Background: an optimization exercise with open tools, aiming at small area and a short achievable clock period. Do not read the settings as production practice. Only simulation tests tie the RTL to the original design; equivalence was not proved.

**design/flow/config.mk**
```make
export PLATFORM = sky130hd
export DESIGN_NAME = crc_unit
export DESIGN_NICKNAME = crc_unit
export VERILOG_FILES = /design/flow/design.v
export SDC_FILE = /design/flow/constraint.sdc
export NUM_CORES = 4
export LEC_CHECK = 0
export CAP_MARGIN = 20
export CORE_MARGIN = 2
export CORE_UTILIZATION = 50
export PLACE_DENSITY = 0.65
export SLEW_MARGIN = 20
export SYNTH_HIERARCHICAL = 1
export SYNTH_MINIMUM_KEEP_SIZE = 0
```
**design/flow/constraint.sdc**
```tcl
create_clock -name core_clock -period 15.0 [get_ports {m}]
set_input_delay 3.0000 -clock core_clock [delete_from_list [all_inputs] [get_ports {m}]]
set_output_delay 3.0000 -clock core_clock [all_outputs]
set_load 0.01 [all_outputs]
```
**design/flow/design.v**
```verilog
package crc_reg_pkg;
  typedef logic [1:0] reg_addr_t;
  typedef enum logic [1:0]
  {
    ORDER_NONE          = 2'd0,    
    ORDER_BITS_IN_BYTES = 2'd1,    
    ORDER_ALL_BITS      = 2'd2,    
    ORDER_BYTES         = 2'd3     
  } transpose_t;
endpackage
package crc_data_pkg;
  typedef logic [32-1:0] crc_word_t;
  typedef logic [32-1:0] crc_state_t;
  typedef logic crc_width_t;
endpackage
module crc_sel4
(
  input  logic [3:0]  s,
  input  logic [3:0]  d,
  output logic        y
);
  assign y = (s[0] & d[0]) | (s[1] & d[1]) | (s[2] & d[2]) | (s[3] & d[3]);
endmodule
module crc_bit_order
(
  input  crc_data_pkg::crc_word_t  word_in,
  input  crc_reg_pkg::transpose_t  order,
  output crc_data_pkg::crc_word_t  word_out
);
  logic [3:0] sel;
  assign sel[0] = (order == crc_reg_pkg::ORDER_NONE);
  assign sel[1] = (order == crc_reg_pkg::ORDER_BITS_IN_BYTES);
  assign sel[2] = (order == crc_reg_pkg::ORDER_ALL_BITS);
  assign sel[3] = (order == crc_reg_pkg::ORDER_BYTES);
  for (genvar b = 0; b < 4; b++)
  begin : g_byte
    for (genvar i = 0; i < 8; i++)
    begin : g_bit
      crc_sel4 u_sel
      (
        .s (sel),
        .d ({word_in[8*(3 - b) + i],         
             word_in[31 - (8*b + i)],        
             word_in[8*b + 7 - i],           
             word_in[8*b + i]}),             
        .y (word_out[8*b + i])
      );
    end
  end
endmodule
module crc_regs
(
  input  logic                      m,
  input  logic                      reset,
  input  logic                      wr,
  input  logic                      rd,
  input  crc_reg_pkg::reg_addr_t    addr,
  input  crc_data_pkg::crc_word_t   wdata,
  input  crc_data_pkg::crc_word_t   read_word,     
  output crc_data_pkg::crc_word_t   rdata,
  output logic                      rdata_valid,
  output crc_data_pkg::crc_word_t   gpoly_q,       
  output crc_data_pkg::crc_word_t   gpoly_next,    
  output crc_reg_pkg::transpose_t   ctrl_tot,
  output crc_reg_pkg::transpose_t   ctrl_totr,
  output logic                      ctrl_fxor,
  output logic                      ctrl_was,
  output crc_data_pkg::crc_width_t  ctrl_tcrc,
  output logic                      data_load,
  output logic                      seed_load
);
  localparam crc_data_pkg::crc_word_t GPOLY_RESET = 32'h0000_1021;
  logic                     data_wr;        
  crc_data_pkg::crc_word_t  ctrl_word;      
  crc_data_pkg::crc_word_t  read_mux;
  crc_data_pkg::crc_word_t  held;           
  crc_data_pkg::crc_word_t  unswapped;      
  logic                     width_flip;     
  assign data_wr   = wr && (addr == 2'd0);
  assign data_load = data_wr && !ctrl_was;
  assign seed_load = data_wr && ctrl_was;
  assign width_flip = (addr == 2'd2) && (wdata[24] != ctrl_tcrc);
  always_comb
  begin
    gpoly_next = gpoly_q;
    if (reset)
      gpoly_next = {GPOLY_RESET[15:0], GPOLY_RESET[31:16]};    
    else if (wr)
    begin
      if (addr == 2'd1)
        gpoly_next = ctrl_tcrc ? wdata : {wdata[15:0], wdata[31:16]};
      if (width_flip)
        gpoly_next = {gpoly_q[15:0], gpoly_q[31:16]};
    end
  end
  always_ff @(posedge m)
    gpoly_q <= gpoly_next;
  always_ff @(posedge m)
  begin
    if (reset)
    begin
      ctrl_tot  <= crc_reg_pkg::ORDER_NONE;
      ctrl_totr <= crc_reg_pkg::ORDER_NONE;
      ctrl_fxor <= 1'b0;
      ctrl_was  <= 1'b0;
      ctrl_tcrc <= 1'b0;
    end
    else if (wr)
    begin
      if (addr == 2'd2)
      begin
        ctrl_tot  <= crc_reg_pkg::transpose_t'(wdata[31:30]);
        ctrl_totr <= crc_reg_pkg::transpose_t'(wdata[29:28]);
        ctrl_fxor <= wdata[26];
        ctrl_was  <= wdata[25];
        ctrl_tcrc <= wdata[24];    
      end
    end
  end
  assign held      = (addr == 2'd1) ? gpoly_q : read_word;
  assign unswapped = ctrl_tcrc ? held : {held[15:0], held[31:16]};
  always_comb
  begin
    ctrl_word                                = '0;
    ctrl_word[31:30]     = ctrl_tot;
    ctrl_word[29:28]   = ctrl_totr;
    ctrl_word[26]                 = ctrl_fxor;
    ctrl_word[25]                  = ctrl_was;
    ctrl_word[24]                 = ctrl_tcrc;
  end
  always_comb
  begin
    case (addr)
      2'd0:  read_mux = unswapped;
      2'd1: read_mux = unswapped;
      2'd2:  read_mux = ctrl_word;
      default:         read_mux = '0;        
    endcase
  end
  always_ff @(posedge m)
  begin
    if (reset)
    begin
      rdata       <= '0;
      rdata_valid <= 1'b0;
    end
    else
    begin
      rdata_valid <= rd;
      if (rd)
        rdata <= read_mux;                    
    end
  end
endmodule
module crc_ax
(
  input  logic  a,
  input  logic  c,
  input  logic  g,
  output logic  y
);
  assign y = a ^ (c & g);
endmodule
module crc_pp
(
  input  logic  c0,
  input  logic  g0,
  input  logic  c1,
  input  logic  g1,
  output logic  y
);
  assign y = (c0 & g0) ^ (c1 & g1);
endmodule
module crc_x2
(
  input  logic  a,
  input  logic  b,
  output logic  y
);
  assign y = a ^ b;
endmodule
module crc_gx_top
#(
  parameter int N = 8
)
(
  input  logic [N-1:0] poly,       
  output logic [N-1:0] d           
);
  always_comb
  begin
    logic [N-1:0] w;
    w = poly;
    for (int i = 0; i < N; i++)
    begin
      d[i] = w[N-1];
      w = {w[N-2:0], 1'b0} ^ (w[N-1] ? poly : '0);
    end
  end
endmodule
module crc_gx_pre
(
  input  logic [31:0]       p,
  input  logic [6:0]        d,
  output logic [7*32-1:32]   gx
);
  logic n1;
  logic n2;
  logic n3;
  logic n4;
  logic n5;
  logic n6;
  logic n7;
  logic n8;
  logic n9;
  logic n10;
  logic n11;
  logic n12;
  logic n13;
  logic n14;
  logic n15;
  logic n16;
  logic n17;
  logic n18;
  logic n19;
  logic n20;
  logic n21;
  logic n22;
  logic n23;
  logic n24;
  logic n25;
  logic n26;
  logic n27;
  logic n28;
  logic n29;
  logic n30;
  logic n31;
  logic n32;
  logic n33;
  logic n34;
  logic n35;
  logic n36;
  logic n37;
  logic n38;
  logic n39;
  logic n40;
  logic n41;
  logic n42;
  logic n43;
  logic n44;
  logic n45;
  logic n46;
  logic n47;
  logic n48;
  logic n49;
  logic n50;
  logic n51;
  logic n52;
  logic n53;
  logic n54;
  logic n55;
  logic n56;
  logic n57;
  logic n58;
  logic n59;
  logic n60;
  logic n61;
  logic n62;
  logic n63;
  logic n64;
  logic n65;
  logic n66;
  logic n67;
  logic n68;
  logic n69;
  logic n70;
  logic n71;
  logic n72;
  logic n73;
  logic n74;
  logic n75;
  logic n76;
  logic n77;
  logic n78;
  logic n79;
  logic n80;
  logic n81;
  logic n82;
  logic n83;
  logic n84;
  logic n85;
  logic n86;
  logic n87;
  logic n88;
  logic n89;
  logic n90;
  logic n91;
  logic n92;
  logic n93;
  logic n94;
  logic n95;
  logic n96;
  logic n97;
  logic n98;
  logic n99;
  logic n100;
  logic n101;
  logic n102;
  logic n103;
  logic n104;
  logic n105;
  logic n106;
  logic n107;
  logic n108;
  logic n109;
  logic n110;
  logic n111;
  logic n112;
  logic n113;
  logic n114;
  logic n115;
  logic n116;
  logic n117;
  logic n118;
  logic n119;
  logic n120;
  logic n121;
  logic n122;
  logic n123;
  logic n124;
  logic n125;
  logic n126;
  logic n127;
  logic n128;
  logic n129;
  logic n130;
  logic n131;
  logic n132;
  logic n133;
  logic n134;
  logic n135;
  logic n136;
  logic n137;
  logic n138;
  logic n139;
  logic n140;
  logic n141;
  logic n142;
  logic n143;
  logic n144;
  logic n145;
  logic n146;
  logic n147;
  logic n148;
  logic n149;
  logic n150;
  logic n151;
  logic n152;
  logic n153;
  logic n154;
  logic n155;
  logic n156;
  logic n157;
  logic n158;
  logic n159;
  logic n160;
  logic n161;
  logic n162;
  logic n163;
  logic n164;
  logic n165;
  logic n166;
  logic n167;
  logic n168;
  logic n169;
  logic n170;
  logic n171;
  logic n172;
  logic n173;
  logic n174;
  logic n175;
  logic n176;
  logic n177;
  logic n178;
  logic n179;
  logic n180;
  logic n181;
  logic n182;
  logic n183;
  logic n184;
  logic n185;
  logic n186;
  logic n187;
  logic n188;
  logic n189;
  logic n190;
  logic n191;
  logic n192;
  logic n193;
  logic n194;
  logic n195;
  logic n196;
  logic n197;
  logic n198;
  logic n199;
  logic n200;
  logic n201;
  logic n202;
  logic n203;
  logic n204;
  logic n205;
  logic n206;
  logic n207;
  logic n208;
  logic n209;
  logic n210;
  logic n211;
  logic n212;
  logic n213;
  logic n214;
  logic n215;
  logic n216;
  logic n217;
  logic n218;
  logic n219;
  logic n220;
  logic n221;
  logic n222;
  logic n223;
  logic n224;
  logic n225;
  logic n226;
  logic n227;
  logic n228;
  logic n229;
  logic n230;
  logic n231;
  logic n232;
  logic n233;
  logic n234;
  logic n235;
  logic n236;
  logic n237;
  logic n238;
  logic n239;
  logic n240;
  logic n241;
  logic n242;
  logic n243;
  logic n244;
  logic n245;
  logic n246;
  logic n247;
  logic n248;
  logic n249;
  logic n250;
  logic n251;
  logic n252;
  logic n253;
  logic n254;
  logic n255;
  logic n256;
  logic n257;
  logic n258;
  logic n259;
  logic n260;
  logic n261;
  logic n262;
  logic n263;
  logic n264;
  logic n265;
  logic n266;
  crc_pp u_n1 (.c0(d[4]), .g0(p[0]), .c1(d[5]), .g1(p[1]), .y(n1));
  crc_pp u_n2 (.c0(d[3]), .g0(p[0]), .c1(d[4]), .g1(p[1]), .y(n2));
  crc_ax u_n3 (.a(n2), .c(d[5]), .g(p[2]), .y(n3));
  crc_pp u_n4 (.c0(d[2]), .g0(p[0]), .c1(d[3]), .g1(p[1]), .y(n4));
  crc_pp u_n5 (.c0(d[3]), .g0(p[1]), .c1(d[4]), .g1(p[2]), .y(n5));
  crc_ax u_n6 (.a(n5), .c(d[2]), .g(p[0]), .y(n6));
  crc_ax u_n7 (.a(n5), .c(d[5]), .g(p[3]), .y(n7));
  crc_ax u_n8 (.a(n7), .c(d[2]), .g(p[0]), .y(n8));
  crc_pp u_n9 (.c0(d[1]), .g0(p[0]), .c1(d[2]), .g1(p[1]), .y(n9));
  crc_ax u_n10 (.a(n9), .c(d[3]), .g(p[2]), .y(n10));
  crc_pp u_n11 (.c0(d[3]), .g0(p[2]), .c1(d[4]), .g1(p[3]), .y(n11));
  crc_x2 u_n12 (.a(n9), .b(n11), .y(n12));
  crc_ax u_n13 (.a(n11), .c(d[5]), .g(p[4]), .y(n13));
  crc_x2 u_n14 (.a(n9), .b(n13), .y(n14));
  crc_pp u_n15 (.c0(d[0]), .g0(p[0]), .c1(d[1]), .g1(p[1]), .y(n15));
  crc_pp u_n16 (.c0(d[1]), .g0(p[1]), .c1(d[2]), .g1(p[2]), .y(n16));
  crc_ax u_n17 (.a(n16), .c(d[0]), .g(p[0]), .y(n17));
  crc_ax u_n18 (.a(n17), .c(d[3]), .g(p[3]), .y(n18));
  crc_pp u_n19 (.c0(d[3]), .g0(p[3]), .c1(d[4]), .g1(p[4]), .y(n19));
  crc_x2 u_n20 (.a(n17), .b(n19), .y(n20));
  crc_ax u_n21 (.a(n19), .c(d[5]), .g(p[5]), .y(n21));
  crc_x2 u_n22 (.a(n17), .b(n21), .y(n22));
  crc_ax u_n23 (.a(p[0]), .c(d[0]), .g(p[1]), .y(n23));
  crc_ax u_n24 (.a(n23), .c(d[1]), .g(p[2]), .y(n24));
  crc_pp u_n25 (.c0(d[1]), .g0(p[2]), .c1(d[2]), .g1(p[3]), .y(n25));
  crc_x2 u_n26 (.a(n23), .b(n25), .y(n26));
  crc_ax u_n27 (.a(n26), .c(d[3]), .g(p[4]), .y(n27));
  crc_pp u_n28 (.c0(d[3]), .g0(p[4]), .c1(d[4]), .g1(p[5]), .y(n28));
  crc_x2 u_n29 (.a(n26), .b(n28), .y(n29));
  crc_ax u_n30 (.a(n28), .c(d[5]), .g(p[6]), .y(n30));
  crc_x2 u_n31 (.a(n26), .b(n30), .y(n31));
  crc_ax u_n32 (.a(p[1]), .c(d[0]), .g(p[2]), .y(n32));
  crc_ax u_n33 (.a(n32), .c(d[1]), .g(p[3]), .y(n33));
  crc_pp u_n34 (.c0(d[1]), .g0(p[3]), .c1(d[2]), .g1(p[4]), .y(n34));
  crc_x2 u_n35 (.a(n32), .b(n34), .y(n35));
  crc_ax u_n36 (.a(n35), .c(d[3]), .g(p[5]), .y(n36));
  crc_pp u_n37 (.c0(d[3]), .g0(p[5]), .c1(d[4]), .g1(p[6]), .y(n37));
  crc_x2 u_n38 (.a(n35), .b(n37), .y(n38));
  crc_ax u_n39 (.a(n37), .c(d[5]), .g(p[7]), .y(n39));
  crc_x2 u_n40 (.a(n35), .b(n39), .y(n40));
  crc_ax u_n41 (.a(p[2]), .c(d[0]), .g(p[3]), .y(n41));
  crc_ax u_n42 (.a(n41), .c(d[1]), .g(p[4]), .y(n42));
  crc_pp u_n43 (.c0(d[1]), .g0(p[4]), .c1(d[2]), .g1(p[5]), .y(n43));
  crc_x2 u_n44 (.a(n41), .b(n43), .y(n44));
  crc_ax u_n45 (.a(n44), .c(d[3]), .g(p[6]), .y(n45));
  crc_pp u_n46 (.c0(d[3]), .g0(p[6]), .c1(d[4]), .g1(p[7]), .y(n46));
  crc_x2 u_n47 (.a(n44), .b(n46), .y(n47));
  crc_ax u_n48 (.a(n46), .c(d[5]), .g(p[8]), .y(n48));
  crc_x2 u_n49 (.a(n44), .b(n48), .y(n49));
  crc_ax u_n50 (.a(p[3]), .c(d[0]), .g(p[4]), .y(n50));
  crc_ax u_n51 (.a(n50), .c(d[1]), .g(p[5]), .y(n51));
  crc_pp u_n52 (.c0(d[1]), .g0(p[5]), .c1(d[2]), .g1(p[6]), .y(n52));
  crc_x2 u_n53 (.a(n50), .b(n52), .y(n53));
  crc_ax u_n54 (.a(n53), .c(d[3]), .g(p[7]), .y(n54));
  crc_pp u_n55 (.c0(d[3]), .g0(p[7]), .c1(d[4]), .g1(p[8]), .y(n55));
  crc_x2 u_n56 (.a(n53), .b(n55), .y(n56));
  crc_ax u_n57 (.a(n55), .c(d[5]), .g(p[9]), .y(n57));
  crc_x2 u_n58 (.a(n53), .b(n57), .y(n58));
  crc_ax u_n59 (.a(p[4]), .c(d[0]), .g(p[5]), .y(n59));
  crc_ax u_n60 (.a(n59), .c(d[1]), .g(p[6]), .y(n60));
  crc_pp u_n61 (.c0(d[1]), .g0(p[6]), .c1(d[2]), .g1(p[7]), .y(n61));
  crc_x2 u_n62 (.a(n59), .b(n61), .y(n62));
  crc_ax u_n63 (.a(n62), .c(d[3]), .g(p[8]), .y(n63));
  crc_pp u_n64 (.c0(d[3]), .g0(p[8]), .c1(d[4]), .g1(p[9]), .y(n64));
  crc_x2 u_n65 (.a(n62), .b(n64), .y(n65));
  crc_ax u_n66 (.a(n64), .c(d[5]), .g(p[10]), .y(n66));
  crc_x2 u_n67 (.a(n62), .b(n66), .y(n67));
  crc_ax u_n68 (.a(p[5]), .c(d[0]), .g(p[6]), .y(n68));
  crc_ax u_n69 (.a(n68), .c(d[1]), .g(p[7]), .y(n69));
  crc_pp u_n70 (.c0(d[1]), .g0(p[7]), .c1(d[2]), .g1(p[8]), .y(n70));
  crc_x2 u_n71 (.a(n68), .b(n70), .y(n71));
  crc_ax u_n72 (.a(n71), .c(d[3]), .g(p[9]), .y(n72));
  crc_pp u_n73 (.c0(d[3]), .g0(p[9]), .c1(d[4]), .g1(p[10]), .y(n73));
  crc_x2 u_n74 (.a(n71), .b(n73), .y(n74));
  crc_ax u_n75 (.a(n73), .c(d[5]), .g(p[11]), .y(n75));
  crc_x2 u_n76 (.a(n71), .b(n75), .y(n76));
  crc_ax u_n77 (.a(p[6]), .c(d[0]), .g(p[7]), .y(n77));
  crc_ax u_n78 (.a(n77), .c(d[1]), .g(p[8]), .y(n78));
  crc_pp u_n79 (.c0(d[1]), .g0(p[8]), .c1(d[2]), .g1(p[9]), .y(n79));
  crc_x2 u_n80 (.a(n77), .b(n79), .y(n80));
  crc_ax u_n81 (.a(n80), .c(d[3]), .g(p[10]), .y(n81));
  crc_pp u_n82 (.c0(d[3]), .g0(p[10]), .c1(d[4]), .g1(p[11]), .y(n82));
  crc_x2 u_n83 (.a(n80), .b(n82), .y(n83));
  crc_ax u_n84 (.a(n82), .c(d[5]), .g(p[12]), .y(n84));
  crc_x2 u_n85 (.a(n80), .b(n84), .y(n85));
  crc_ax u_n86 (.a(p[7]), .c(d[0]), .g(p[8]), .y(n86));
  crc_ax u_n87 (.a(n86), .c(d[1]), .g(p[9]), .y(n87));
  crc_pp u_n88 (.c0(d[1]), .g0(p[9]), .c1(d[2]), .g1(p[10]), .y(n88));
  crc_x2 u_n89 (.a(n86), .b(n88), .y(n89));
  crc_ax u_n90 (.a(n89), .c(d[3]), .g(p[11]), .y(n90));
  crc_pp u_n91 (.c0(d[3]), .g0(p[11]), .c1(d[4]), .g1(p[12]), .y(n91));
  crc_x2 u_n92 (.a(n89), .b(n91), .y(n92));
  crc_ax u_n93 (.a(n91), .c(d[5]), .g(p[13]), .y(n93));
  crc_x2 u_n94 (.a(n89), .b(n93), .y(n94));
  crc_ax u_n95 (.a(p[8]), .c(d[0]), .g(p[9]), .y(n95));
  crc_ax u_n96 (.a(n95), .c(d[1]), .g(p[10]), .y(n96));
  crc_pp u_n97 (.c0(d[1]), .g0(p[10]), .c1(d[2]), .g1(p[11]), .y(n97));
  crc_x2 u_n98 (.a(n95), .b(n97), .y(n98));
  crc_ax u_n99 (.a(n98), .c(d[3]), .g(p[12]), .y(n99));
  crc_pp u_n100 (.c0(d[3]), .g0(p[12]), .c1(d[4]), .g1(p[13]), .y(n100));
  crc_x2 u_n101 (.a(n98), .b(n100), .y(n101));
  crc_ax u_n102 (.a(n100), .c(d[5]), .g(p[14]), .y(n102));
  crc_x2 u_n103 (.a(n98), .b(n102), .y(n103));
  crc_ax u_n104 (.a(p[9]), .c(d[0]), .g(p[10]), .y(n104));
  crc_ax u_n105 (.a(n104), .c(d[1]), .g(p[11]), .y(n105));
  crc_pp u_n106 (.c0(d[1]), .g0(p[11]), .c1(d[2]), .g1(p[12]), .y(n106));
  crc_x2 u_n107 (.a(n104), .b(n106), .y(n107));
  crc_ax u_n108 (.a(n107), .c(d[3]), .g(p[13]), .y(n108));
  crc_pp u_n109 (.c0(d[3]), .g0(p[13]), .c1(d[4]), .g1(p[14]), .y(n109));
  crc_x2 u_n110 (.a(n107), .b(n109), .y(n110));
  crc_ax u_n111 (.a(n109), .c(d[5]), .g(p[15]), .y(n111));
  crc_x2 u_n112 (.a(n107), .b(n111), .y(n112));
  crc_ax u_n113 (.a(p[10]), .c(d[0]), .g(p[11]), .y(n113));
  crc_ax u_n114 (.a(n113), .c(d[1]), .g(p[12]), .y(n114));
  crc_pp u_n115 (.c0(d[1]), .g0(p[12]), .c1(d[2]), .g1(p[13]), .y(n115));
  crc_x2 u_n116 (.a(n113), .b(n115), .y(n116));
  crc_ax u_n117 (.a(n116), .c(d[3]), .g(p[14]), .y(n117));
  crc_pp u_n118 (.c0(d[3]), .g0(p[14]), .c1(d[4]), .g1(p[15]), .y(n118));
  crc_x2 u_n119 (.a(n116), .b(n118), .y(n119));
  crc_ax u_n120 (.a(n118), .c(d[5]), .g(p[16]), .y(n120));
  crc_x2 u_n121 (.a(n116), .b(n120), .y(n121));
  crc_ax u_n122 (.a(p[11]), .c(d[0]), .g(p[12]), .y(n122));
  crc_ax u_n123 (.a(n122), .c(d[1]), .g(p[13]), .y(n123));
  crc_pp u_n124 (.c0(d[1]), .g0(p[13]), .c1(d[2]), .g1(p[14]), .y(n124));
  crc_x2 u_n125 (.a(n122), .b(n124), .y(n125));
  crc_ax u_n126 (.a(n125), .c(d[3]), .g(p[15]), .y(n126));
  crc_pp u_n127 (.c0(d[3]), .g0(p[15]), .c1(d[4]), .g1(p[16]), .y(n127));
  crc_x2 u_n128 (.a(n125), .b(n127), .y(n128));
  crc_ax u_n129 (.a(n127), .c(d[5]), .g(p[17]), .y(n129));
  crc_x2 u_n130 (.a(n125), .b(n129), .y(n130));
  crc_ax u_n131 (.a(p[12]), .c(d[0]), .g(p[13]), .y(n131));
  crc_ax u_n132 (.a(n131), .c(d[1]), .g(p[14]), .y(n132));
  crc_pp u_n133 (.c0(d[1]), .g0(p[14]), .c1(d[2]), .g1(p[15]), .y(n133));
  crc_x2 u_n134 (.a(n131), .b(n133), .y(n134));
  crc_ax u_n135 (.a(n134), .c(d[3]), .g(p[16]), .y(n135));
  crc_pp u_n136 (.c0(d[3]), .g0(p[16]), .c1(d[4]), .g1(p[17]), .y(n136));
  crc_x2 u_n137 (.a(n134), .b(n136), .y(n137));
  crc_ax u_n138 (.a(n136), .c(d[5]), .g(p[18]), .y(n138));
  crc_x2 u_n139 (.a(n134), .b(n138), .y(n139));
  crc_ax u_n140 (.a(p[13]), .c(d[0]), .g(p[14]), .y(n140));
  crc_ax u_n141 (.a(n140), .c(d[1]), .g(p[15]), .y(n141));
  crc_pp u_n142 (.c0(d[1]), .g0(p[15]), .c1(d[2]), .g1(p[16]), .y(n142));
  crc_x2 u_n143 (.a(n140), .b(n142), .y(n143));
  crc_ax u_n144 (.a(n143), .c(d[3]), .g(p[17]), .y(n144));
  crc_pp u_n145 (.c0(d[3]), .g0(p[17]), .c1(d[4]), .g1(p[18]), .y(n145));
  crc_x2 u_n146 (.a(n143), .b(n145), .y(n146));
  crc_ax u_n147 (.a(n145), .c(d[5]), .g(p[19]), .y(n147));
  crc_x2 u_n148 (.a(n143), .b(n147), .y(n148));
  crc_ax u_n149 (.a(p[14]), .c(d[0]), .g(p[15]), .y(n149));
  crc_ax u_n150 (.a(n149), .c(d[1]), .g(p[16]), .y(n150));
  crc_pp u_n151 (.c0(d[1]), .g0(p[16]), .c1(d[2]), .g1(p[17]), .y(n151));
  crc_x2 u_n152 (.a(n149), .b(n151), .y(n152));
  crc_ax u_n153 (.a(n152), .c(d[3]), .g(p[18]), .y(n153));
  crc_pp u_n154 (.c0(d[3]), .g0(p[18]), .c1(d[4]), .g1(p[19]), .y(n154));
  crc_x2 u_n155 (.a(n152), .b(n154), .y(n155));
  crc_ax u_n156 (.a(n154), .c(d[5]), .g(p[20]), .y(n156));
  crc_x2 u_n157 (.a(n152), .b(n156), .y(n157));
  crc_ax u_n158 (.a(p[15]), .c(d[0]), .g(p[16]), .y(n158));
  crc_ax u_n159 (.a(n158), .c(d[1]), .g(p[17]), .y(n159));
  crc_pp u_n160 (.c0(d[1]), .g0(p[17]), .c1(d[2]), .g1(p[18]), .y(n160));
  crc_x2 u_n161 (.a(n158), .b(n160), .y(n161));
  crc_ax u_n162 (.a(n161), .c(d[3]), .g(p[19]), .y(n162));
  crc_pp u_n163 (.c0(d[3]), .g0(p[19]), .c1(d[4]), .g1(p[20]), .y(n163));
  crc_x2 u_n164 (.a(n161), .b(n163), .y(n164));
  crc_ax u_n165 (.a(n163), .c(d[5]), .g(p[21]), .y(n165));
  crc_x2 u_n166 (.a(n161), .b(n165), .y(n166));
  crc_ax u_n167 (.a(p[16]), .c(d[0]), .g(p[17]), .y(n167));
  crc_ax u_n168 (.a(n167), .c(d[1]), .g(p[18]), .y(n168));
  crc_pp u_n169 (.c0(d[1]), .g0(p[18]), .c1(d[2]), .g1(p[19]), .y(n169));
  crc_x2 u_n170 (.a(n167), .b(n169), .y(n170));
  crc_ax u_n171 (.a(n170), .c(d[3]), .g(p[20]), .y(n171));
  crc_pp u_n172 (.c0(d[3]), .g0(p[20]), .c1(d[4]), .g1(p[21]), .y(n172));
  crc_x2 u_n173 (.a(n170), .b(n172), .y(n173));
  crc_ax u_n174 (.a(n172), .c(d[5]), .g(p[22]), .y(n174));
  crc_x2 u_n175 (.a(n170), .b(n174), .y(n175));
  crc_ax u_n176 (.a(p[17]), .c(d[0]), .g(p[18]), .y(n176));
  crc_ax u_n177 (.a(n176), .c(d[1]), .g(p[19]), .y(n177));
  crc_pp u_n178 (.c0(d[1]), .g0(p[19]), .c1(d[2]), .g1(p[20]), .y(n178));
  crc_x2 u_n179 (.a(n176), .b(n178), .y(n179));
  crc_ax u_n180 (.a(n179), .c(d[3]), .g(p[21]), .y(n180));
  crc_pp u_n181 (.c0(d[3]), .g0(p[21]), .c1(d[4]), .g1(p[22]), .y(n181));
  crc_x2 u_n182 (.a(n179), .b(n181), .y(n182));
  crc_ax u_n183 (.a(n181), .c(d[5]), .g(p[23]), .y(n183));
  crc_x2 u_n184 (.a(n179), .b(n183), .y(n184));
  crc_ax u_n185 (.a(p[18]), .c(d[0]), .g(p[19]), .y(n185));
  crc_ax u_n186 (.a(n185), .c(d[1]), .g(p[20]), .y(n186));
  crc_pp u_n187 (.c0(d[1]), .g0(p[20]), .c1(d[2]), .g1(p[21]), .y(n187));
  crc_x2 u_n188 (.a(n185), .b(n187), .y(n188));
  crc_ax u_n189 (.a(n188), .c(d[3]), .g(p[22]), .y(n189));
  crc_pp u_n190 (.c0(d[3]), .g0(p[22]), .c1(d[4]), .g1(p[23]), .y(n190));
  crc_x2 u_n191 (.a(n188), .b(n190), .y(n191));
  crc_ax u_n192 (.a(n190), .c(d[5]), .g(p[24]), .y(n192));
  crc_x2 u_n193 (.a(n188), .b(n192), .y(n193));
  crc_ax u_n194 (.a(p[19]), .c(d[0]), .g(p[20]), .y(n194));
  crc_ax u_n195 (.a(n194), .c(d[1]), .g(p[21]), .y(n195));
  crc_pp u_n196 (.c0(d[1]), .g0(p[21]), .c1(d[2]), .g1(p[22]), .y(n196));
  crc_x2 u_n197 (.a(n194), .b(n196), .y(n197));
  crc_ax u_n198 (.a(n197), .c(d[3]), .g(p[23]), .y(n198));
  crc_pp u_n199 (.c0(d[3]), .g0(p[23]), .c1(d[4]), .g1(p[24]), .y(n199));
  crc_x2 u_n200 (.a(n197), .b(n199), .y(n200));
  crc_ax u_n201 (.a(n199), .c(d[5]), .g(p[25]), .y(n201));
  crc_x2 u_n202 (.a(n197), .b(n201), .y(n202));
  crc_ax u_n203 (.a(p[20]), .c(d[0]), .g(p[21]), .y(n203));
  crc_ax u_n204 (.a(n203), .c(d[1]), .g(p[22]), .y(n204));
  crc_pp u_n205 (.c0(d[1]), .g0(p[22]), .c1(d[2]), .g1(p[23]), .y(n205));
  crc_x2 u_n206 (.a(n203), .b(n205), .y(n206));
  crc_ax u_n207 (.a(n206), .c(d[3]), .g(p[24]), .y(n207));
  crc_pp u_n208 (.c0(d[3]), .g0(p[24]), .c1(d[4]), .g1(p[25]), .y(n208));
  crc_x2 u_n209 (.a(n206), .b(n208), .y(n209));
  crc_ax u_n210 (.a(n208), .c(d[5]), .g(p[26]), .y(n210));
  crc_x2 u_n211 (.a(n206), .b(n210), .y(n211));
  crc_ax u_n212 (.a(p[21]), .c(d[0]), .g(p[22]), .y(n212));
  crc_ax u_n213 (.a(n212), .c(d[1]), .g(p[23]), .y(n213));
  crc_pp u_n214 (.c0(d[1]), .g0(p[23]), .c1(d[2]), .g1(p[24]), .y(n214));
  crc_x2 u_n215 (.a(n212), .b(n214), .y(n215));
  crc_ax u_n216 (.a(n215), .c(d[3]), .g(p[25]), .y(n216));
  crc_pp u_n217 (.c0(d[3]), .g0(p[25]), .c1(d[4]), .g1(p[26]), .y(n217));
  crc_x2 u_n218 (.a(n215), .b(n217), .y(n218));
  crc_ax u_n219 (.a(n217), .c(d[5]), .g(p[27]), .y(n219));
  crc_x2 u_n220 (.a(n215), .b(n219), .y(n220));
  crc_ax u_n221 (.a(p[22]), .c(d[0]), .g(p[23]), .y(n221));
  crc_ax u_n222 (.a(n221), .c(d[1]), .g(p[24]), .y(n222));
  crc_pp u_n223 (.c0(d[1]), .g0(p[24]), .c1(d[2]), .g1(p[25]), .y(n223));
  crc_x2 u_n224 (.a(n221), .b(n223), .y(n224));
  crc_ax u_n225 (.a(n224), .c(d[3]), .g(p[26]), .y(n225));
  crc_pp u_n226 (.c0(d[3]), .g0(p[26]), .c1(d[4]), .g1(p[27]), .y(n226));
  crc_x2 u_n227 (.a(n224), .b(n226), .y(n227));
  crc_ax u_n228 (.a(n226), .c(d[5]), .g(p[28]), .y(n228));
  crc_x2 u_n229 (.a(n224), .b(n228), .y(n229));
  crc_ax u_n230 (.a(p[23]), .c(d[0]), .g(p[24]), .y(n230));
  crc_ax u_n231 (.a(n230), .c(d[1]), .g(p[25]), .y(n231));
  crc_pp u_n232 (.c0(d[1]), .g0(p[25]), .c1(d[2]), .g1(p[26]), .y(n232));
  crc_x2 u_n233 (.a(n230), .b(n232), .y(n233));
  crc_ax u_n234 (.a(n233), .c(d[3]), .g(p[27]), .y(n234));
  crc_pp u_n235 (.c0(d[3]), .g0(p[27]), .c1(d[4]), .g1(p[28]), .y(n235));
  crc_x2 u_n236 (.a(n233), .b(n235), .y(n236));
  crc_ax u_n237 (.a(n235), .c(d[5]), .g(p[29]), .y(n237));
  crc_x2 u_n238 (.a(n233), .b(n237), .y(n238));
  crc_ax u_n239 (.a(p[24]), .c(d[0]), .g(p[25]), .y(n239));
  crc_ax u_n240 (.a(n239), .c(d[1]), .g(p[26]), .y(n240));
  crc_pp u_n241 (.c0(d[1]), .g0(p[26]), .c1(d[2]), .g1(p[27]), .y(n241));
  crc_x2 u_n242 (.a(n239), .b(n241), .y(n242));
  crc_ax u_n243 (.a(n242), .c(d[3]), .g(p[28]), .y(n243));
  crc_pp u_n244 (.c0(d[3]), .g0(p[28]), .c1(d[4]), .g1(p[29]), .y(n244));
  crc_x2 u_n245 (.a(n242), .b(n244), .y(n245));
  crc_ax u_n246 (.a(n244), .c(d[5]), .g(p[30]), .y(n246));
  crc_x2 u_n247 (.a(n242), .b(n246), .y(n247));
  crc_ax u_n248 (.a(p[25]), .c(d[0]), .g(p[26]), .y(n248));
  crc_ax u_n249 (.a(n248), .c(d[1]), .g(p[27]), .y(n249));
  crc_pp u_n250 (.c0(d[1]), .g0(p[27]), .c1(d[2]), .g1(p[28]), .y(n250));
  crc_x2 u_n251 (.a(n248), .b(n250), .y(n251));
  crc_ax u_n252 (.a(n251), .c(d[3]), .g(p[29]), .y(n252));
  crc_pp u_n253 (.c0(d[3]), .g0(p[29]), .c1(d[4]), .g1(p[30]), .y(n253));
  crc_x2 u_n254 (.a(n251), .b(n253), .y(n254));
  crc_ax u_n255 (.a(p[26]), .c(d[0]), .g(p[27]), .y(n255));
  crc_ax u_n256 (.a(n255), .c(d[1]), .g(p[28]), .y(n256));
  crc_pp u_n257 (.c0(d[1]), .g0(p[28]), .c1(d[2]), .g1(p[29]), .y(n257));
  crc_x2 u_n258 (.a(n255), .b(n257), .y(n258));
  crc_ax u_n259 (.a(n258), .c(d[3]), .g(p[30]), .y(n259));
  crc_ax u_n260 (.a(p[27]), .c(d[0]), .g(p[28]), .y(n260));
  crc_ax u_n261 (.a(n260), .c(d[1]), .g(p[29]), .y(n261));
  crc_pp u_n262 (.c0(d[1]), .g0(p[29]), .c1(d[2]), .g1(p[30]), .y(n262));
  crc_x2 u_n263 (.a(n260), .b(n262), .y(n263));
  crc_ax u_n264 (.a(p[28]), .c(d[0]), .g(p[29]), .y(n264));
  crc_ax u_n265 (.a(n264), .c(d[1]), .g(p[30]), .y(n265));
  crc_ax u_n266 (.a(p[29]), .c(d[0]), .g(p[30]), .y(n266));
  assign gx[192] = (d[5] & p[0]);
  assign gx[160] = (d[4] & p[0]);
  assign gx[193] = n1;
  assign gx[128] = (d[3] & p[0]);
  assign gx[161] = n2;
  assign gx[194] = n3;
  assign gx[96] = (d[2] & p[0]);
  assign gx[129] = n4;
  assign gx[162] = n6;
  assign gx[195] = n8;
  assign gx[64] = (d[1] & p[0]);
  assign gx[97] = n9;
  assign gx[130] = n10;
  assign gx[163] = n12;
  assign gx[196] = n14;
  assign gx[32] = (d[0] & p[0]);
  assign gx[65] = n15;
  assign gx[98] = n17;
  assign gx[131] = n18;
  assign gx[164] = n20;
  assign gx[197] = n22;
  assign gx[33] = n23;
  assign gx[66] = n24;
  assign gx[99] = n26;
  assign gx[132] = n27;
  assign gx[165] = n29;
  assign gx[198] = n31;
  assign gx[34] = n32;
  assign gx[67] = n33;
  assign gx[100] = n35;
  assign gx[133] = n36;
  assign gx[166] = n38;
  assign gx[199] = n40;
  assign gx[35] = n41;
  assign gx[68] = n42;
  assign gx[101] = n44;
  assign gx[134] = n45;
  assign gx[167] = n47;
  assign gx[200] = n49;
  assign gx[36] = n50;
  assign gx[69] = n51;
  assign gx[102] = n53;
  assign gx[135] = n54;
  assign gx[168] = n56;
  assign gx[201] = n58;
  assign gx[37] = n59;
  assign gx[70] = n60;
  assign gx[103] = n62;
  assign gx[136] = n63;
  assign gx[169] = n65;
  assign gx[202] = n67;
  assign gx[38] = n68;
  assign gx[71] = n69;
  assign gx[104] = n71;
  assign gx[137] = n72;
  assign gx[170] = n74;
  assign gx[203] = n76;
  assign gx[39] = n77;
  assign gx[72] = n78;
  assign gx[105] = n80;
  assign gx[138] = n81;
  assign gx[171] = n83;
  assign gx[204] = n85;
  assign gx[40] = n86;
  assign gx[73] = n87;
  assign gx[106] = n89;
  assign gx[139] = n90;
  assign gx[172] = n92;
  assign gx[205] = n94;
  assign gx[41] = n95;
  assign gx[74] = n96;
  assign gx[107] = n98;
  assign gx[140] = n99;
  assign gx[173] = n101;
  assign gx[206] = n103;
  assign gx[42] = n104;
  assign gx[75] = n105;
  assign gx[108] = n107;
  assign gx[141] = n108;
  assign gx[174] = n110;
  assign gx[207] = n112;
  assign gx[43] = n113;
  assign gx[76] = n114;
  assign gx[109] = n116;
  assign gx[142] = n117;
  assign gx[175] = n119;
  assign gx[208] = n121;
  assign gx[44] = n122;
  assign gx[77] = n123;
  assign gx[110] = n125;
  assign gx[143] = n126;
  assign gx[176] = n128;
  assign gx[209] = n130;
  assign gx[45] = n131;
  assign gx[78] = n132;
  assign gx[111] = n134;
  assign gx[144] = n135;
  assign gx[177] = n137;
  assign gx[210] = n139;
  assign gx[46] = n140;
  assign gx[79] = n141;
  assign gx[112] = n143;
  assign gx[145] = n144;
  assign gx[178] = n146;
  assign gx[211] = n148;
  assign gx[47] = n149;
  assign gx[80] = n150;
  assign gx[113] = n152;
  assign gx[146] = n153;
  assign gx[179] = n155;
  assign gx[212] = n157;
  assign gx[48] = n158;
  assign gx[81] = n159;
  assign gx[114] = n161;
  assign gx[147] = n162;
  assign gx[180] = n164;
  assign gx[213] = n166;
  assign gx[49] = n167;
  assign gx[82] = n168;
  assign gx[115] = n170;
  assign gx[148] = n171;
  assign gx[181] = n173;
  assign gx[214] = n175;
  assign gx[50] = n176;
  assign gx[83] = n177;
  assign gx[116] = n179;
  assign gx[149] = n180;
  assign gx[182] = n182;
  assign gx[215] = n184;
  assign gx[51] = n185;
  assign gx[84] = n186;
  assign gx[117] = n188;
  assign gx[150] = n189;
  assign gx[183] = n191;
  assign gx[216] = n193;
  assign gx[52] = n194;
  assign gx[85] = n195;
  assign gx[118] = n197;
  assign gx[151] = n198;
  assign gx[184] = n200;
  assign gx[217] = n202;
  assign gx[53] = n203;
  assign gx[86] = n204;
  assign gx[119] = n206;
  assign gx[152] = n207;
  assign gx[185] = n209;
  assign gx[218] = n211;
  assign gx[54] = n212;
  assign gx[87] = n213;
  assign gx[120] = n215;
  assign gx[153] = n216;
  assign gx[186] = n218;
  assign gx[219] = n220;
  assign gx[55] = n221;
  assign gx[88] = n222;
  assign gx[121] = n224;
  assign gx[154] = n225;
  assign gx[187] = n227;
  assign gx[220] = n229;
  assign gx[56] = n230;
  assign gx[89] = n231;
  assign gx[122] = n233;
  assign gx[155] = n234;
  assign gx[188] = n236;
  assign gx[221] = n238;
  assign gx[57] = n239;
  assign gx[90] = n240;
  assign gx[123] = n242;
  assign gx[156] = n243;
  assign gx[189] = n245;
  assign gx[222] = n247;
  assign gx[58] = n248;
  assign gx[91] = n249;
  assign gx[124] = n251;
  assign gx[157] = n252;
  assign gx[190] = n254;
  assign gx[59] = n255;
  assign gx[92] = n256;
  assign gx[125] = n258;
  assign gx[158] = n259;
  assign gx[60] = n260;
  assign gx[93] = n261;
  assign gx[126] = n263;
  assign gx[61] = n264;
  assign gx[94] = n265;
  assign gx[62] = n266;
  assign gx[63] = d[1];
  assign gx[95] = d[2];
  assign gx[127] = d[3];
  assign gx[159] = d[4];
  assign gx[191] = d[5];
  assign gx[223] = d[6];
endmodule
module crc_stage
#(
  parameter int           R    = 1,
  parameter logic [31:0]  INJ  = 32'h0,
  parameter logic [31:0]  POST = 32'h0
)
(
  input  logic [31:0]     acc_in,
  input  logic [R*32-1:0] gx,
  input  logic [31:0]     inj,
  output logic [31:0]     acc_out
);
  localparam int NP = R / 2;                   
  localparam int NL = NP + ((R % 2) ? 1 : 0);  
  logic [R-1:0] c;
  for (genvar i = 0; i < R; i++)
  begin : g_c
    assign c[i] = acc_in[31 - i];    
  end
  for (genvar j = 0; j < 32; j++)
  begin : g_bit
    localparam bit PRE    = INJ[j] && !POST[j];
    localparam bit HAS_SH = (j >= R) || PRE;
    localparam int NLEAF  = NL + ((HAS_SH && !(R % 2)) ? 1 : 0);
    logic              sh;           
    logic [NLEAF-1:0]  leaf;
    logic              sum;
    if (j < R)
    begin : g_nosh
      if (PRE)
        assign sh = inj[j];
      else
        assign sh = 1'b0;
    end
    else
    begin : g_sh
      if (PRE)
        crc_x2 u_inj (.a(acc_in[j-R]), .b(inj[j]), .y(sh));
      else
        assign sh = acc_in[j-R];
    end
    for (genvar k = 0; k < NP; k++)
    begin : g_pp
      crc_pp u_pp (.c0(c[2*k]),   .g0(gx[(R - 1 - 2*k) * 32 + j]),
                   .c1(c[2*k+1]), .g1(gx[(R - 2 - 2*k) * 32 + j]),
                   .y(leaf[k]));
    end
    if (R % 2)
    begin : g_odd
      if (HAS_SH)
        crc_ax u_ax (.a(sh), .c(c[R-1]), .g(gx[j]), .y(leaf[NP]));
      else
        assign leaf[NP] = c[R-1] & gx[j];
    end
    else if (HAS_SH)
    begin : g_even
      assign leaf[NP] = sh;
    end
    crc_xtree #(.N(NLEAF)) u_tree (.x(leaf), .y(sum));
    if (POST[j])
      crc_x2 u_post (.a(sum), .b(inj[j]), .y(acc_out[j]));
    else
      assign acc_out[j] = sum;
  end
endmodule
module crc_xtree
#(
  parameter int N = 1
)
(
  input  logic [N-1:0] x,
  output logic         y
);
  if (N == 1)
  begin : g_one
    assign y = x[0];
  end
  else if (N == 2)
  begin : g_two
    crc_x2 u_x (.a(x[0]), .b(x[1]), .y(y));
  end
  else
  begin : g_split
    localparam int H = (N > 16) ? 16 : (N > 8) ? 8 : (N > 4) ? 4 : (N > 2) ? 2 : 1;
    logic ylo, yhi;
    crc_xtree #(.N(H))     u_lo (.x(x[H-1:0]), .y(ylo));
    crc_xtree #(.N(N - H)) u_hi (.x(x[N-1:H]), .y(yhi));
    crc_x2 u_x (.a(ylo), .b(yhi), .y(y));
  end
endmodule
module crc_engine
(
  input  logic                      m,
  input  logic                      reset,
  input  crc_data_pkg::crc_word_t   order_word,    
  input  crc_data_pkg::crc_word_t   gpoly,         
  input  logic [31:25]               gpoly_top_next,   
  input  crc_data_pkg::crc_width_t  width,
  input  logic                      data_load,
  input  logic                      seed_load,
  input  logic                      width_flip,    
  output crc_data_pkg::crc_state_t  rem            
);
  logic [7*32-1:0]           gx;        
  logic [6:0]               d;         
  logic [31:0]               acc [7];   
  logic [15:0]               late;      
  logic [31:0]               inj2;
  logic [31:0]               inj3;
  logic [31:0]               inj4;
  logic [31:0]               inj_last;
  crc_data_pkg::crc_state_t  fold;
  crc_data_pkg::crc_state_t  seed;
  assign gx[31:0] = {gpoly[31:16], gpoly[15:0] & {16{width}}};
  logic [6:0]               d_next;
  logic [6:1]               d_q;
  crc_gx_top #(.N(7)) u_top
  (
    .poly (gpoly_top_next),
    .d    (d_next)
  );
  always_ff @(posedge m)
    d_q <= d_next[6:1];
  assign d = {d_q, gx[31]};
  crc_gx_pre u_pre
  (
    .p  (gx[31:0]),
    .d  (d),
    .gx (gx[7*32-1:32])
  );
  assign acc[0]   = {rem[31:16], rem[15:0] & {16{width}}};
  assign late     = width ? 16'h0000 : order_word[31:16];
  assign inj_last = width ? order_word : {order_word[15:0], 16'h0000};
  always_comb
  begin
    inj2 = 32'h0;
    inj2[26] = late[15];
    inj2[25] = late[14];
  end
  always_comb
  begin
    inj3 = 32'h0;
    inj3[31] = late[13];
    inj3[30] = late[12];
    inj3[29] = late[11];
    inj3[28] = late[10];
    inj3[27] = late[9];
    inj3[26] = late[8];
    inj3[25] = late[7];
  end
  always_comb
  begin
    inj4 = 32'h0;
    inj4[31] = late[6];
    inj4[30] = late[5];
    inj4[29] = late[4];
    inj4[28] = late[3];
    inj4[27] = late[2];
    inj4[26] = late[1];
    inj4[25] = late[0];
  end
  crc_stage #(.R(1), .INJ(32'h00000000), .POST(32'h00000000)) u_st0
    (.acc_in(acc[0]), .gx(gx[0 +: 32]), .inj(32'h0), .acc_out(acc[1]));
  crc_stage #(.R(3), .INJ(32'h00000000), .POST(32'h00000000)) u_st1
    (.acc_in(acc[1]), .gx(gx[0 +: 96]), .inj(32'h0), .acc_out(acc[2]));
  crc_stage #(.R(7), .INJ(32'h06000000), .POST(32'h06000000)) u_st2
    (.acc_in(acc[2]), .gx(gx[0 +: 224]), .inj(inj2), .acc_out(acc[3]));
  crc_stage #(.R(7), .INJ(32'hFE000000), .POST(32'h00000000)) u_st3
    (.acc_in(acc[3]), .gx(gx[0 +: 224]), .inj(inj3), .acc_out(acc[4]));
  crc_stage #(.R(7), .INJ(32'hFE000000), .POST(32'h00000000)) u_st4
    (.acc_in(acc[4]), .gx(gx[0 +: 224]), .inj(inj4), .acc_out(acc[5]));
  crc_stage #(.R(7), .INJ(32'hFFFFFFFF), .POST(32'h00000000)) u_st5
    (.acc_in(acc[5]), .gx(gx[0 +: 224]), .inj(inj_last), .acc_out(acc[6]));
  assign fold = {acc[6][31:16], acc[6][15:0] & {16{width}}};
  assign seed = inj_last;
  always_ff @(posedge m)
  begin
    if (reset)
      rem <= 32'hFFFF_FFFF;
    else if (seed_load)
      rem <= seed;
    else if (data_load)
      rem <= fold;
    else if (width_flip)
      rem <= {rem[15:0], rem[31:16]};
  end
endmodule
module crc_readout
(
  input  crc_data_pkg::crc_state_t  rem,           
  input  crc_data_pkg::crc_width_t  width,
  input  logic                      fxor,
  input  crc_reg_pkg::transpose_t   order,
  output crc_data_pkg::crc_word_t   read_word
);
  crc_data_pkg::crc_word_t  inv_mask;    
  crc_data_pkg::crc_word_t  inv_word;
  assign inv_mask = width ? 32'hFFFF_FFFF : 32'hFFFF_0000;
  assign inv_word = fxor ? (rem ^ inv_mask) : rem;
  crc_bit_order u_read_order
  (
    .word_in  (inv_word),
    .order    (order),
    .word_out (read_word)
  );
endmodule
module crc_unit
(
  input  logic                     m,
  input  logic                     reset,
  input  logic                     wr,            
  input  logic                     rd,            
  input  crc_reg_pkg::reg_addr_t   addr,
  input  crc_data_pkg::crc_word_t  wdata,
  output crc_data_pkg::crc_word_t  rdata,
  output logic                     rdata_valid
);
  crc_data_pkg::crc_word_t   gpoly;
  crc_data_pkg::crc_word_t   gpoly_next;    
  crc_reg_pkg::transpose_t   ctrl_tot;
  crc_reg_pkg::transpose_t   ctrl_totr;
  logic                      ctrl_fxor;
  logic                      ctrl_was;
  crc_data_pkg::crc_width_t  ctrl_tcrc;
  logic                      data_load;
  logic                      seed_load;
  logic                      width_flip;    
  crc_data_pkg::crc_word_t   order_word;    
  crc_data_pkg::crc_state_t  rem;           
  crc_data_pkg::crc_word_t   read_word;     
  crc_regs u_regs
  (
    .m           (m),
    .reset       (reset),
    .wr          (wr),
    .rd          (rd),
    .addr        (addr),
    .wdata       (wdata),
    .read_word   (read_word),
    .rdata       (rdata),
    .rdata_valid (rdata_valid),
    .gpoly_q     (gpoly),
    .gpoly_next  (gpoly_next),
    .ctrl_tot    (ctrl_tot),
    .ctrl_totr   (ctrl_totr),
    .ctrl_fxor   (ctrl_fxor),
    .ctrl_was    (ctrl_was),
    .ctrl_tcrc   (ctrl_tcrc),
    .data_load   (data_load),
    .seed_load   (seed_load)
  );
  assign width_flip = wr && (addr == 2'd2) && (wdata[24] != ctrl_tcrc);
  crc_bit_order u_write_order
  (
    .word_in  (wdata),
    .order    (ctrl_tot),
    .word_out (order_word)
  );
  crc_engine u_engine
  (
    .m          (m),
    .reset      (reset),
    .order_word (order_word),
    .gpoly      (gpoly),
    .gpoly_top_next (gpoly_next[31:25]),
    .width      (ctrl_tcrc),
    .data_load  (data_load),
    .seed_load  (seed_load),
    .width_flip (width_flip),
    .rem        (rem)
  );
  crc_readout u_readout
  (
    .rem       (rem),
    .width     (ctrl_tcrc),
    .fxor      (ctrl_fxor),
    .order     (ctrl_totr),
    .read_word (read_word)
  );
endmodule
```
**design/flow/flow/run.sh**
```bash
#!/bin/bash
# Standard layout, with timing repair aimed well below the clock period so
# that the achieved period shrinks; constraints are left as given.
set -o pipefail
cat standard.sh > standard_copy.log
cat config.mk > config_copy.log
export SETUP_SLACK_MARGIN=8.5
export TNS_END_PERCENT=20
# port buffers: the smallest plain buffer, resized later where timing needs it
export BUFFER_PORTS_ARGS="-buffer_cell sky130_fd_sc_hd__buf_1"
bash standard.sh synth > synth.log 2>&1 || exit 1
bash standard.sh > finish.log 2>&1 || exit 1
```
**design/flow/standard.sh**
```bash
#!/bin/bash
# synth_recipe.tcl (not shown) runs the flow's synth.tcl, then flattens the netlist and writes it again
# the make line also repeats each setting of config.mk as NAME=value (left out here)
make -C /OpenROAD-flow-scripts/flow DESIGN_CONFIG=/design/flow/config.mk WORK_HOME=/design/flow/orfs CLKGATE_MAP_FILE= SYNTH_SCRIPT=/design/flow/synth_recipe.tcl "${@:-finish}"
```
==> run summary <==
-- path summary, 6_finish.rpt --
| path | slack, ns | end |
|---|---|---|
| worst max-delay path | 7.48 | u_engine.rem[25]$_SDFFE_PP1P_ |
| worst min-delay path | 0.49 | u_regs.rdata[13]$_SDFFE_PP0P_ |
| worst max register to register | 7.48 | u_engine.rem[25]$_SDFFE_PP1P_ |
| worst min register to register | 0.49 | u_regs.rdata[13]$_SDFFE_PP0P_ |
-- area by class of cell --
class | count | area (sq um)
Sequential cell | 110 | 2230
Inverter | 8 | 30.0
Clock buffer | 9 | 225
Fill cell | 5199 | 24800
Timing Repair Buffer | 292 | 3160
Antenna cell | 5 | 12.5
Clock inverter | 7 | 77.6
Tap cell | 756 | 946
Multi-Input combinational cell | 3438 | 24800
-- registers in the layout, summed over array words and instances, names as in the netlist --
signal              cells
u_engine.rem           32
u_regs.gpoly_q         32
u_regs.rdata           32
u_engine.d_q            6
u_regs.ctrl_tot         2
u_regs.ctrl_totr        2
u_regs.ctrl_fxor        1
u_regs.ctrl_tcrc        1
u_regs.ctrl_was         1
u_regs.rdata_valid      1
-- placed cells by master, fill, tap and decap left out, types with 7 or more instances in the layout --
master	count
xnor2_2	57
xnor2_4	19
xor2_4	34
buf_6	28
a311oi_1	28
nand2_4	9
xnor2_1	240
nor3_1	7
a221oi_2	16
o211ai_1	29
buf_1	53
buf_16	10
mux2_2	36
and2_1	78
o31a_1	29
buf_4	131
clkbuf_16	17
o21ai_1	7
dfxtp_1	101
xor2_2	106
o31ai_1	14
bufbuf_16	9
nor2_1	88
nor2b_1	31
xor2_1	897
mux2i_1	26
a21oi_1	52
nand2_1	1348
nand2_2	19
mux4_2	18
a22oi_1	142
o21ai_0	20
buf_12	40
-- layer usage --
| layer | up-vias | share of wire | global-route usage |
|---|---|---|---|
| met2 | 2223 | 0.40 | 0.550 |
| met1 | 13259 | 0.36 | 0.498 |
| li1 | 12094 | - | - |
| met3 | 604 | 0.16 | 0.151 |
| met5 | - | 0.0024 | 0 |
| met4 | 12 | 0.078 | 0.249 |
-- metrics by stage --
step                utilization  std cells  cell area, sq um
finish                    0.560       4625             31500
global route              0.559       4621             31500
CTS                       0.534       4575             30000
detailed placement        0.486       4486             27300
global placement          0.486       4486             27300
floorplan                     -       4072             28600
-- what timing repair did --
item,CTS,global route
pin swaps,50,105
setup endpoints to repair,35,35
gates cloned,18,8
gates resized for setup,247,169
buffers inserted,55,37
==> summary.md <==
| Metric | Value |
|---|---|
| Chip width | 242 microns |
| Clock Path Buffers | 2 |
| Syn Area/Cell | 6.97 sq um |
| Worst-Margin Slew | 1.05 ns |
| Relative slew slack | 0.293 |
| Setup crit start | u_regs.ctrl_tcrc$_SDFFE_PP0P_ |
| Worst min path class | register to register |
| Period utilization | 0.502 |
| Die Y | 242 microns |
| Final setup violation count | 0 |
| Crit path cell chain | buf_6, and2_1, nand2_1, xnor2_1, xor2_2, xnor2_1, nand2_1, xor2_1, xor2_1, xor2_1, xnor2_1, xor2_1, xor2_1, xnor2_1, xor2_1, xor2_1, xor2_1, xnor2_1, xor2_1, xor2_1, mux2i_1, o21ai_1 |
| Reg-to-reg startpoint | u_regs.ctrl_tcrc$_SDFFE_PP0P_ |
| Worst Reg2Reg Path Length in Cells | 22 |
| Crit path top cell by count | xor2_1 |
| Status | no timing/DRC/antenna violations |
| Fin Hold WS | 0.488 ns |
| Post-DR wirelength/cell | 26.8 microns |
| Hold Path Depth | 1 |
| First-pass GRT wire length | 172 mm |
| Fin nets | 3900 |
| Critical path class | register to register |
| Worst setup SP type | register |
| DIE AREA | 0.0587 sq mm |
| Initial cell density of the core | 0.505 |
| CTS tree | yes |
| Endpoints failing hold | 0 |
| Final setup margin | 7.48 ns |
| Max Slew Vio Count | 0 |
| Top-level port count | 71 |
| Unrepaired setup endpoints after global routing | true |
| Worst Path Required | 15.34 ns |
| Critical path depth | 22 |
| CTS buffer count | 9 |
| Crit-path leading delay family | XOR/XNOR gates |
| Mapped Cells | 4072 |
| All-Layer GR Usage | 0.392 |
| HP Start | u_regs.rdata[13]$_SDFFE_PP0P_ |
| H-Tree Depth | 3 |
| CP endpoint kind | register |
| Clock latency (worst-skew pair) | 0.41 ns |
| IO buf count | 70 |
| Delay of the slowest critical-path stage | 0.85 ns |
| Routed Antenna Nets | 0 |
| Gpl congestion | 1.01 |
| DR DRC count | 0 |
| GRT overflow | 0 |
| Setup TNS | 0 ns |
| Core area | 0.0563 sq mm |
| Synthesized area | 0.0284 sq mm |
| Syn_nets | 4113 |
| Max_cap viols | 0 |
| Sink Count | 110 |
| Initial antenna violation count | 8 |
| Routed vias | 28192 |
| Area delta synth->final | 10.9% |
| Share of layout cells above drive strength 1 | 0.158 |
| Worst Skew | 0.0162 ns |
| CP max FO | 48 |
| CP max-delay cell | xnor2_1 |
| Worst EP arrival | 7.87 ns |
| Ys Warns | 11 |
| Post-Route WL | 124 mm |
| Largest net degree at the start of global routing | 75 |
| Max Freq | 133 MHz |
| Vias in the first global route | 25054 |
| Row count | 87 |
| Pre-CTS setup slack | 5.99 ns |
| CP Buf/Inv Count | 1 |
| 1st-pass router iterations | 9 |
| Dpl hpwl | 75.0 mm |
| Vias per cell | 6.10 |
| CTS root buf | clkbuf_16 |
| Final min period | 7.52 ns |
| Worst-path clk slew | 0.10 ns |
| Initial detailed-routing violation count | 4541 |
| CTS Hold Bufs | 0 |

re-timing with driven ports:
In the flow no input, the clock included, has a driving cell. The finished layout below was timed again as built, in two steps. Step 1 sets driving cells, clkbuf_16 on the clock port and buf_2 on the other inputs (assumed; they add their load-dependent delay and slew). Step 2 times the ports against the registers' clock, not the clock port: input delays grow and output delays shrink by t, the midpoint of the rising clock arrivals with the driver on. Three values: no drivers, after step 1, after step 2; two values: the first two.
t (ns): 0.451
setup WS [ns]: 7.477 / 7.477 / 7.198
clock arrival spread, ns: 0.016 / 0.016
slew at the worst register clock pin (ns): 0.10 / 0.10
worst slew at a driven data input, ns: 0.07
After both steps setup and hold are still met in this run. The setup slack of this run moves by 0.000 ns with the drivers and by -0.279 ns with both steps.
